Background: an optimization exercise with open tools, aiming at small area and a short achievable clock period. Do not read the settings as production practice. Where RTL was checked, it was by simulation tests only, not by an equivalence proof against the original. No functional check of the RTL was part of run 1. Power figures rest on the tool's default switching activity, not on a simulated workload.

## flow/design.v (module list and top-level ports; edited modules follow where they fit)
// module mipsExecUnit: 1104 lines
module mipsExecUnit
(
    input  logic        clk,
    input  logic        rstN,
    input  logic        instrValid,
    input  logic [31:0] instrWord,
    input  logic [31:0] rsValue,
    input  logic [31:0] rtValue,
    output logic        resultValid,
    output logic [32:0] execOut
);
  // ...
==> flow/flow/run.sh <==
#!/bin/bash
bash standard.sh SETUP_SLACK_MARGIN=5.45 finish > standard.log 2>&1
==> flow/standard.sh <==
#!/bin/bash
# synth_recipe.tcl (not shown) runs the flow's synth.tcl, then flattens the netlist and writes it again
# the make line also repeats each setting of config.mk as NAME=value (left out here)
make -C /OpenROAD-flow-scripts/flow DESIGN_CONFIG=/design/flow/config.mk WORK_HOME=/design/flow/orfs CLKGATE_MAP_FILE= SYNTH_SCRIPT=/design/flow/synth_recipe.tcl "${@:-finish}"
==> flow/config.mk <==
export PLATFORM = sky130hd
export DESIGN_NAME = mipsExecUnit
export DESIGN_NICKNAME = mipsExecUnit
export VERILOG_FILES = /design/flow/design.v
export SDC_FILE = /design/flow/constraint.sdc
export NUM_CORES = 4
export LEC_CHECK = 0
export CAP_MARGIN = 20
export CORE_MARGIN = 2
export CORE_UTILIZATION = 60
export PLACE_DENSITY = 0.8
export SETUP_SLACK_MARGIN = 5
export SLEW_MARGIN = 20
==> flow/constraint.sdc <==
create_clock -name core_clock -period 9.0 [get_ports {clk}]
set_input_delay 1.8000 -clock core_clock [delete_from_list [all_inputs] [get_ports {clk}]]
set_output_delay 1.8000 -clock core_clock [all_outputs]
set_load 0.01 [all_outputs]
==> qor.yml, run 1 <==
outcome: "timing/DRC/antenna clean"
seqCellArea_um2: 5370
synth.top_cells.by_count: "265 x dfxtp_1, 256 x a22oi_1, 219 x fa_1, 201 x xnor2_1, 177 x xor2_1"
grt_start_max_net_pins: 41
wl_per_cell_um: 26.1
relSlewSlack: 0.513
hold_class: "flop to flop"
fin_crit_sh: 0.398
start_util: 0.611
fin_crit_ps: 3580
final_common_cell: "a22oi_1"
tightest_slew_ps: 730
synth.area.mux_share: 0.0621
cts_buffers: 29
required_ps: 9460
synth_cells: 2127
p_per_area_nw_per_um2: 139
nClkBuffers: 36
power_switching_w: 0.00104
hpwl_mm: 46.8
buffer_area_frac: 0.0833
totalWireLength_mm: 68.3
finClkSkew_ps: 41.5
clock_path_buffers: 3
clkTransAtPathRegs_ps: 60
finalSetupViolations: 0
ant_nets: 0
largest_class: "multi-input combinational cells"
top_layer_used: "met4"
top_usage_layer: "met2"
rows: 68
clkPwrFrac: 0.358
finalPower_w: 0.00338
combPwrFrac: 0.246
r2r-end: "res3[1]"
path_cells: "fa_1, fa_2, fa_2, a211oi_4, o21ai_2, a221oi_2, o41ai_2, buf_4, a211oi_2, xnor2_1, buf_4, a21o_1"
ys.flop_type: "dfxtp_1"
routabilityCongestion: 0.988
path_buf_inv: 2
m1WireLength_mm: 24.1
htreeDepth: 1
clock_latency_ps: 600
==> run 2, diff against run 1 <==
--- a/flow/design.v
+++ b/flow/design.v
@@ -1181,27 +1181,320 @@
     assign fc224 = (fs202 & r2t[92]) | (fs202 & fc201) | (r2t[92] & fc201);
     assign fs225 = fs203 ^ r2t[96] ^ fc202;
     assign fc225 = (fs203 & r2t[96]) | (fs203 & fc202) | (r2t[96] & fc202);
     assign fs226 = fs204 ^ r2t[100] ^ fc203;
     assign fc226 = (fs204 & r2t[100]) | (fs204 & fc203) | (r2t[100] & fc203);
     logic [31:0] rowA, rowB;
     assign rowA = {(r2t[101] ^ r2t[102] ^ r2t[103] ^ r2t[104] ^ r2t[105] ^ fc204 ^ fc226), fs226, fs225, fs224, fs223, fs222, fs221, fs220, fs219, fs218, fs217, fs216, fs215, fs214, fs213, fs212, fs211, fs210, fs209, fs208, fs207, fs206, fs205, hs30, r2t[7], r2t[6], r2t[5], r2t[4], r2t[3], r2t[2], r2t[1], r2t[0]};
     assign rowB = {1'b0, fc225, fc224, fc223, fc222, fc221, fc220, fc219, fc218, fc217, fc216, fc215, fc214, fc213, fc212, fc211, fc210, fc209, fc208, fc207, fc206, fc205, hc30, r2t[12], 1'b0, 1'b0, 1'b0, 1'b0, 1'b0, 1'b0, 1'b0, 1'b0};
-    logic [31:0] sum;
-    assign sum = rowA + rowB;
-    logic [31:0] res;
-    logic        pass2;
-    assign pass2 = ~srl2 & ~slt2;
-    always_comb begin
-        for (int i = 1; i < 32; i++) res[i] = (pass2 & sum[i]) | (srl2 & sum[31-i]);
-        res[0] = (pass2 & sum[0]) | ((srl2 | sltS2) & sum[31]) | sltK2;
-    end
-    logic [31:0] res3;
-    logic        tk3;
+    logic [31:0] pg, pp_, sum;
+    assign pg  = rowA & rowB;
+    assign pp_ = rowA ^ rowB;
+    logic gn0;
+    assign gn0 = pg[1] | (pp_[1] & pg[0]);
+    logic gn1;
+    assign gn1 = pg[3] | (pp_[3] & pg[2]);
+    logic pn1;
+    assign pn1 = pp_[3] & pp_[2];
+    logic gn2;
+    assign gn2 = pg[5] | (pp_[5] & pg[4]);
+    logic pn2;
+    assign pn2 = pp_[5] & pp_[4];
+    logic gn3;
+    assign gn3 = pg[7] | (pp_[7] & pg[6]);
+    logic pn3;
+    assign pn3 = pp_[7] & pp_[6];
+    logic gn4;
+    assign gn4 = pg[9] | (pp_[9] & pg[8]);
+    logic pn4;
+    assign pn4 = pp_[9] & pp_[8];
+    logic gn5;
+    assign gn5 = pg[11] | (pp_[11] & pg[10]);
+    logic pn5;
+    assign pn5 = pp_[11] & pp_[10];
+    logic gn6;
+    assign gn6 = pg[13] | (pp_[13] & pg[12]);
+    logic pn6;
+    assign pn6 = pp_[13] & pp_[12];
+    logic gn7;
+    assign gn7 = pg[15] | (pp_[15] & pg[14]);
+    logic pn7;
+    assign pn7 = pp_[15] & pp_[14];
+    logic gn8;
+    assign gn8 = pg[17] | (pp_[17] & pg[16]);
+    logic pn8;
+    assign pn8 = pp_[17] & pp_[16];
+    logic gn9;
+    assign gn9 = pg[19] | (pp_[19] & pg[18]);
+    logic pn9;
+    assign pn9 = pp_[19] & pp_[18];
+    logic gn10;
+    assign gn10 = pg[21] | (pp_[21] & pg[20]);
+    logic pn10;
+    assign pn10 = pp_[21] & pp_[20];
+    logic gn11;
+    assign gn11 = pg[23] | (pp_[23] & pg[22]);
+    logic pn11;
+    assign pn11 = pp_[23] & pp_[22];
+    logic gn12;
+    assign gn12 = pg[25] | (pp_[25] & pg[24]);
+    logic pn12;
+    assign pn12 = pp_[25] & pp_[24];
+    logic gn13;
+    assign gn13 = pg[27] | (pp_[27] & pg[26]);
+    logic pn13;
+    assign pn13 = pp_[27] & pp_[26];
+    logic gn14;
+    assign gn14 = pg[29] | (pp_[29] & pg[28]);
+    logic pn14;
+    assign pn14 = pp_[29] & pp_[28];
+    logic gn15;
+    assign gn15 = pg[31] | (pp_[31] & pg[30]);
+    logic pn15;
+    assign pn15 = pp_[31] & pp_[30];
+    logic gn16;
+    assign gn16 = pg[2] | (pp_[2] & gn0);
+    logic gn17;
+    assign gn17 = gn1 | (pn1 & gn0);
+    logic gn18;
+    assign gn18 = pg[6] | (pp_[6] & gn2);
+    logic pn18;
+    assign pn18 = pp_[6] & pn2;
+    logic gn19;
+    assign gn19 = gn3 | (pn3 & gn2);
+    logic pn19;
+    assign pn19 = pn3 & pn2;
+    logic gn20;
+    assign gn20 = pg[10] | (pp_[10] & gn4);
+    logic pn20;
+    assign pn20 = pp_[10] & pn4;
+    logic gn21;
+    assign gn21 = gn5 | (pn5 & gn4);
+    logic pn21;
+    assign pn21 = pn5 & pn4;
+    logic gn22;
+    assign gn22 = pg[14] | (pp_[14] & gn6);
+    logic pn22;
+    assign pn22 = pp_[14] & pn6;
+    logic gn23;
+    assign gn23 = gn7 | (pn7 & gn6);
+    logic pn23;
+    assign pn23 = pn7 & pn6;
+    logic gn24;
+    assign gn24 = pg[18] | (pp_[18] & gn8);
+    logic pn24;
+    assign pn24 = pp_[18] & pn8;
+    logic gn25;
+    assign gn25 = gn9 | (pn9 & gn8);
+    logic pn25;
+    assign pn25 = pn9 & pn8;
+    logic gn26;
+    assign gn26 = pg[22] | (pp_[22] & gn10);
+    logic pn26;
+    assign pn26 = pp_[22] & pn10;
+    logic gn27;
+    assign gn27 = gn11 | (pn11 & gn10);
+    logic pn27;
+    assign pn27 = pn11 & pn10;
+    logic gn28;
+    assign gn28 = pg[26] | (pp_[26] & gn12);
+    logic pn28;
+    assign pn28 = pp_[26] & pn12;
+    logic gn29;
+    assign gn29 = gn13 | (pn13 & gn12);
+    logic pn29;
+    assign pn29 = pn13 & pn12;
+    logic gn30;
+    assign gn30 = pg[30] | (pp_[30] & gn14);
+    logic pn30;
+    assign pn30 = pp_[30] & pn14;
+    logic gn31;
+    assign gn31 = gn15 | (pn15 & gn14);
+    logic pn31;
+    assign pn31 = pn15 & pn14;
+    logic gn32;
+    assign gn32 = pg[4] | (pp_[4] & gn17);
+    logic gn33;
+    assign gn33 = gn2 | (pn2 & gn17);
+    logic gn34;
+    assign gn34 = gn18 | (pn18 & gn17);
+    logic gn35;
+    assign gn35 = gn19 | (pn19 & gn17);
+    logic gn36;
+    assign gn36 = pg[12] | (pp_[12] & gn21);
+    logic pn36;
+    assign pn36 = pp_[12] & pn21;
+    logic gn37;
+    assign gn37 = gn6 | (pn6 & gn21);
+    logic pn37;
+    assign pn37 = pn6 & pn21;
+    logic gn38;
+    assign gn38 = gn22 | (pn22 & gn21);
+    logic pn38;
+    assign pn38 = pn22 & pn21;
+    logic gn39;
+    assign gn39 = gn23 | (pn23 & gn21);
+    logic pn39;
+    assign pn39 = pn23 & pn21;
+    logic gn40;
+    assign gn40 = pg[20] | (pp_[20] & gn25);
+    logic pn40;
+    assign pn40 = pp_[20] & pn25;
+    logic gn41;
+    assign gn41 = gn10 | (pn10 & gn25);
+    logic pn41;
+    assign pn41 = pn10 & pn25;
+    logic gn42;
+    assign gn42 = gn26 | (pn26 & gn25);
+    logic pn42;
+    assign pn42 = pn26 & pn25;
+    logic gn43;
+    assign gn43 = gn27 | (pn27 & gn25);
+    logic pn43;
+    assign pn43 = pn27 & pn25;
+    logic gn44;
+    assign gn44 = pg[28] | (pp_[28] & gn29);
+    logic pn44;
+    assign pn44 = pp_[28] & pn29;
+    logic gn45;
+    assign gn45 = gn14 | (pn14 & gn29);
+    logic pn45;
+    assign pn45 = pn14 & pn29;
+    logic gn46;
+    assign gn46 = gn30 | (pn30 & gn29);
+    logic pn46;
+    assign pn46 = pn30 & pn29;
+    logic gn47;
+    assign gn47 = gn31 | (pn31 & gn29);
+    logic pn47;
+    assign pn47 = pn31 & pn29;
+    logic gn48;
+    assign gn48 = pg[8] | (pp_[8] & gn35);
+    logic gn49;
+    assign gn49 = gn4 | (pn4 & gn35);
+    logic gn50;
+    assign gn50 = gn20 | (pn20 & gn35);
+    logic gn51;
+    assign gn51 = gn21 | (pn21 & gn35);
+    logic gn52;
+    assign gn52 = gn36 | (pn36 & gn35);
+    logic gn53;
+    assign gn53 = gn37 | (pn37 & gn35);
+    logic gn54;
+    assign gn54 = gn38 | (pn38 & gn35);
+    logic gn55;
+    assign gn55 = gn39 | (pn39 & gn35);
+    logic gn56;
+    assign gn56 = pg[24] | (pp_[24] & gn43);
+    logic pn56;
+    assign pn56 = pp_[24] & pn43;
+    logic gn57;
+    assign gn57 = gn12 | (pn12 & gn43);
+    logic pn57;
+    assign pn57 = pn12 & pn43;
+    logic gn58;
+    assign gn58 = gn28 | (pn28 & gn43);
+    logic pn58;
+    assign pn58 = pn28 & pn43;
+    logic gn59;
+    assign gn59 = gn29 | (pn29 & gn43);
+    logic pn59;
+    assign pn59 = pn29 & pn43;
+    logic gn60;
+    assign gn60 = gn44 | (pn44 & gn43);
+    logic pn60;
+    assign pn60 = pn44 & pn43;
+    logic gn61;
+    assign gn61 = gn45 | (pn45 & gn43);
+    logic pn61;
+    assign pn61 = pn45 & pn43;
+    logic gn62;
+    assign gn62 = gn46 | (pn46 & gn43);
+    logic pn62;
+    assign pn62 = pn46 & pn43;
+    logic gn63;
+    assign gn63 = gn47 | (pn47 & gn43);
+    logic pn63;
+    assign pn63 = pn47 & pn43;
+    logic gn64;
+    assign gn64 = pg[16] | (pp_[16] & gn55);
+    logic gn65;
+    assign gn65 = gn8 | (pn8 & gn55);
+    logic gn66;
+    assign gn66 = gn24 | (pn24 & gn55);
+    logic gn67;
+    assign gn67 = gn25 | (pn25 & gn55);
+    logic gn68;
+    assign gn68 = gn40 | (pn40 & gn55);
+    logic gn69;
+    assign gn69 = gn41 | (pn41 & gn55);
+    logic gn70;
+    assign gn70 = gn42 | (pn42 & gn55);
+    logic gn71;
+    assign gn71 = gn43 | (pn43 & gn55);
+    logic gn72;
+    assign gn72 = gn56 | (pn56 & gn55);
+    logic gn73;
+    assign gn73 = gn57 | (pn57 & gn55);
+    logic gn74;
+    assign gn74 = gn58 | (pn58 & gn55);
+    logic gn75;
+    assign gn75 = gn59 | (pn59 & gn55);
+    logic gn76;
+    assign gn76 = gn60 | (pn60 & gn55);
+    logic gn77;
+    assign gn77 = gn61 | (pn61 & gn55);
+    logic gn78;
+    assign gn78 = gn62 | (pn62 & gn55);
+    logic gn79;
+    assign gn79 = gn63 | (pn63 & gn55);
+    assign sum[0] = pp_[0];
+    assign sum[1] = pp_[1] ^ pg[0];
+    assign sum[2] = pp_[2] ^ gn0;
+    assign sum[3] = pp_[3] ^ gn16;
+    assign sum[4] = pp_[4] ^ gn17;
+    assign sum[5] = pp_[5] ^ gn32;
+    assign sum[6] = pp_[6] ^ gn33;
+    assign sum[7] = pp_[7] ^ gn34;
+    assign sum[8] = pp_[8] ^ gn35;
+    assign sum[9] = pp_[9] ^ gn48;
+    assign sum[10] = pp_[10] ^ gn49;
+    assign sum[11] = pp_[11] ^ gn50;
+    assign sum[12] = pp_[12] ^ gn51;
+    assign sum[13] = pp_[13] ^ gn52;
+    assign sum[14] = pp_[14] ^ gn53;
+    assign sum[15] = pp_[15] ^ gn54;
+    assign sum[16] = pp_[16] ^ gn55;
+    assign sum[17] = pp_[17] ^ gn64;
+    assign sum[18] = pp_[18] ^ gn65;
+    assign sum[19] = pp_[19] ^ gn66;
+    assign sum[20] = pp_[20] ^ gn67;
+    assign sum[21] = pp_[21] ^ gn68;
+    assign sum[22] = pp_[22] ^ gn69;
+    assign sum[23] = pp_[23] ^ gn70;
+    assign sum[24] = pp_[24] ^ gn71;
+    assign sum[25] = pp_[25] ^ gn72;
+    assign sum[26] = pp_[26] ^ gn73;
+    assign sum[27] = pp_[27] ^ gn74;
+    assign sum[28] = pp_[28] ^ gn75;
+    assign sum[29] = pp_[29] ^ gn76;
+    assign sum[30] = pp_[30] ^ gn77;
+    assign sum[31] = pp_[31] ^ gn78;
+    logic [31:0] sum3, res;
+    logic        srl3, slt3, sltK3, sltS3, tk3, pass3;
     always_ff @(posedge clk) begin
         if (!rstN) resultValid <= 1'b0;
         else       resultValid <= v2;
-        res3 <= res;
-        tk3  <= tk2;
+        sum3  <= sum;
+        srl3  <= srl2;
+        slt3  <= slt2;
+        sltK3 <= sltK2;
+        sltS3 <= sltS2;
+        tk3   <= tk2;
+    end
+    assign pass3 = ~srl3 & ~slt3;
+    always_comb begin
+        for (int i = 1; i < 32; i++) res[i] = (pass3 & sum3[i]) | (srl3 & sum3[31-i]);
+        res[0] = (pass3 & sum3[0]) | ((srl3 | sltS3) & sum3[31]) | sltK3;
     end
-    assign execOut = {res3, tk3};
+    assign execOut = {res, tk3};
 endmodule
==> flow/config.mk (replaced) <==
export PLATFORM = sky130hd
export DESIGN_NAME = mipsExecUnit
export DESIGN_NICKNAME = mipsExecUnit
export VERILOG_FILES = /design/flow/design.v
export SDC_FILE = /design/flow/constraint.sdc
export NUM_CORES = 4
export LEC_CHECK = 0
export CAP_MARGIN = 20
export CORE_MARGIN = 2
export CORE_UTILIZATION = 65
export PLACE_DENSITY = 0.85
export SETUP_SLACK_MARGIN = 5
export SLEW_MARGIN = 20
==> run 2 against run 1 <==
Against the previous run: still clean on timing, DRC and antenna; cell count is 2.1% lower; clock-buffer cell count is 1 lower; sequential cell count is 4 higher; die area is 8.1% lower; total power is 1.8% higher; utilization is 5.4 points higher; synthesized cell count hardly changed; critical endpoint is now c1[15].
==> qor.yml, run 2 <==
grt_pass1_wl_mm: 102
area_delta_synth_final_pct: 13.5
layout_common_cells: "255 x a22oi_1, 246 x dfxtp_1, 220 x fa_1"
worst-setup-path-type: "input pin to flop"
grt_use_total: 0.400
clock_path_buffers: 3  # unchanged
grt_overflow: 0
cts_root_buffer: "clkbuf_16"
clkTransAtPathRegs_ps: 60  # about the same
regMostFlops: "r2t"
antenna_cells: 0
hold_class: "flop to flop"
maxSlewViolCount: 0
dieArea_um2: 33900
rows: 65  # -4.4%
switching_share: 0.330
crit_slowest_cell: "mux4_2"
p_int_w: 0.00230
hold_ws_ps: 326
relSlewSlack: 0.497  # -0.0161
fin_crit_ps: 3520  # -62.4 ps
cts_buffers: 28  # -3.4%
ys.flop_type: "dfxtp_1"
finalSetupViolations: 0  # unchanged
core_area_um2: 31700
use_met2: 0.625
combPwrFrac: 0.256  # +0.010
fin_tns_setup_ps: 0
first_pass_iters: 10
antenna_found_initial: 0
pin_count: 133
ir_worst_vdd_uv: 152
htreeDepth: 1  # unchanged
cp_max_fo: 8
vias: 17497
r2r-start: "r2t[45]"
yosys.area.top_type: "dfxtp_1"
wl_per_cell_um: 26.8  # +2.7%
netlist_area_um2: 21100
nFillCells: 2088
grt_pass1_vias: 18064
clock_latency_ps: 580  # -20 ps
io_buffers: 127
die_h_um: 184
viasPerCell: 6.82
totalWireLength_mm: 68.6  # +0.52%
tightest_slew_ps: 753  # +23.1 ps
hpwl_mm: 46.0  # -1.7%
p_per_area_nw_per_um2: 144  # +3.4%
final_common_cell: "a22oi_1"
final_nets: 2521
leakage_nw: 10.2
grt_start_max_net_pins: 66  # +61%
post-route-util: 0.754
routabilityCongestion: 0.993  # +0.50%
drc: 0
synth-edff-count: 0
ys_ff_latch: 269
clkPwrFrac: 0.329  # -0.029
cts_sinks: 269
r2r_cells: 11
path_cells: "clkdlybuf4s50_1, and3b_2, nand2_1, nor3_1, o31ai_4, buf_6, buf_4, nand2_4, mux4_2"
outcome: "timing/DRC/antenna clean"
start_util: 0.665  # +0.0538
hold_depth: 0
startpoint_type: "input pin"
largest_reg_flops: 106
synth_top_area_frac: 0.255
yosys_warnings: 1
synth_most_common_cell: "dfxtp_1"
synthArstFlopShare: 0
seqPwrFrac: 0.415
fin_crit_sh: 0.391  # -0.00693
ys_types: 57
reg.largest.list: "r2t x106, f1 x48"
drive_gt1_frac: 0.105
cp-end-kind: "flop"
crit_arrival_ps: 3950
power_switching_w: 0.00113  # +8.5%
cpPeakStageDelay_ps: 500
required_ps: 9430  # -30 ps
avgSynthCellArea_um2: 9.92
gr-usage-met3: 0.110
finClkSkew_ps: 25.5  # -16.0 ps
rsz0062_at_grt: "false"
fmaxAchievable_ghz: 0.284
drt_iter0_markers: 2570
ys_seq_area_frac: 0.255
worstHoldStart: "sltS2"
syn_nets: 2507
startpoint: "instrWord[2]"
top_usage_layer: "met2"
final-hold-violation-count: 0
synth.top_cells.by_count: "269 x dfxtp_1, 256 x a22oi_1, 222 x fa_1, 204 x xnor2_1, 172 x xor2_1"
synth_cells: 2126  # -0.047%
synth_area_leaders: "dfxtp_1 26%, fa_1 21%, a22oi_1 9.1%"
drv_cap: 0
ant_nets: 0  # unchanged
met1_usage: 0.492
cts_tree: "built"
die_x_um: 184
==> run 2: worst paths after layout <==
kind | slack [ps] | endpoint
max reg2reg | 5480 | sum3[29]
max | 5480 | c1[15]
min | 330 | sltS3
min reg2reg | 330 | sltS3
==> run 2: cells by family after synthesis <==
family | after synthesis | synth area share
AOI/OAI and AO/OA | 467 | 0.148
xor gates and xnor gates | 376 | 0.156
adders and majority gates | 282 | 0.246
buffers and inverters | 346 | 0.0640
DFF | 269 | 0.255
muxes | 90 | 0.0620
and+or+nand+nor | 296 | 0.0684
==> run 2: what timing repair did <==
item,CTS,global route
gates cloned,1,5
hold endpoints to repair,0,0
pin swaps,8,5
buffers inserted,9,7
hold buffers,0,0
gates resized for setup,98,85
setup endpoints to repair,151,79
==> run 2: metal layers <==
metal,share of wire,wire length [um],up-vias
li1,-,-,7208
met1,0.34,23500,8400
met2,0.44,30500,1486
met3,0.14,9280,403
met4,0.078,5350,0
met5,0,0,-
==> run 2: per-stage QoR <==
stage | instances | power (W) | worst slack (ps) | cell area [um2]
after floorplan | 2126 | 0.00191 | 5310 | 21100
after global placement | 2490 | 0.00225 | 4030 | 22400
after detailed placement | 2490 | 0.00230 | 4030 | 22400
after CTS | 2552 | 0.00339 | 5450 | 23600
after global routing | 2564 | 0.00355 | 5430 | 23900
final | 2564 | 0.00344 | 5480 | 23900
==> run 2: worst max-delay path: cells and delay by family <==
kind / cells / cell delay (ps)
buf+inv: 3 / 760
simple gates: 4 / 490
compound gates: 1 / 390
mux: 1 / 500
==> run 2: power by group through the flow <==
stage,sequential [W],clock (W),combinational [W]
final,0.00143,0.00113,0.000881
after global routing,0.00144,0.00118,0.000938
after CTS,0.00142,0.00113,0.000847
after detailed placement,0.00145,0,0.000851
after global placement,0.00144,0,0.000815
after floorplan,0.00140,0,0.000510
==> run 2: layout make-up <==
| class | instances | area, um2 | area share |
|---|---|---|---|
| Inverter | 132 | 495 | 0.0207 |
| Clock inverter | 17 | 134 | 0.00560 |
| Sequential cell | 269 | 5420 | 0.227 |
| Multi-Input combinational cell | 1513 | 14600 | 0.611 |
| Clock buffer | 35 | 757 | 0.0316 |
| Timing Repair Buffer | 196 | 2010 | 0.0839 |
| Tap cell | 402 | 503 | 0.0210 |

==> re-timing with driven ports <==
The flow's constraints put no driver on any port. The routed layouts listed below were extracted and timed again, unchanged, in two steps.
Step 1: set_driving_cell puts a clkbuf_16 on clk and a buf_2 on each other input, an assumption about the parent block.
Step 2 moves the port delays by t, midway between the first and last clock arrival at a register: inputs arrive t later, outputs are due t later. That takes back most of the time a late clock gives input paths.
Slacks: no drivers / after step 1 / after step 2; pairs: no drivers / after step 1.
run | t (ns) | slack for setup (ns) | pins driven straight from the clock port
run 1 | 0.636 | 5.416 / 5.416 / 4.879 | 1
run 2 | 0.629 | 5.478 / 5.427 / 4.885 | 1
After both steps every run listed still meets setup and hold. For run 2, which loses most, drivers alone change the setup slack by -0.051 ns; drivers and shift together by -0.593 ns.
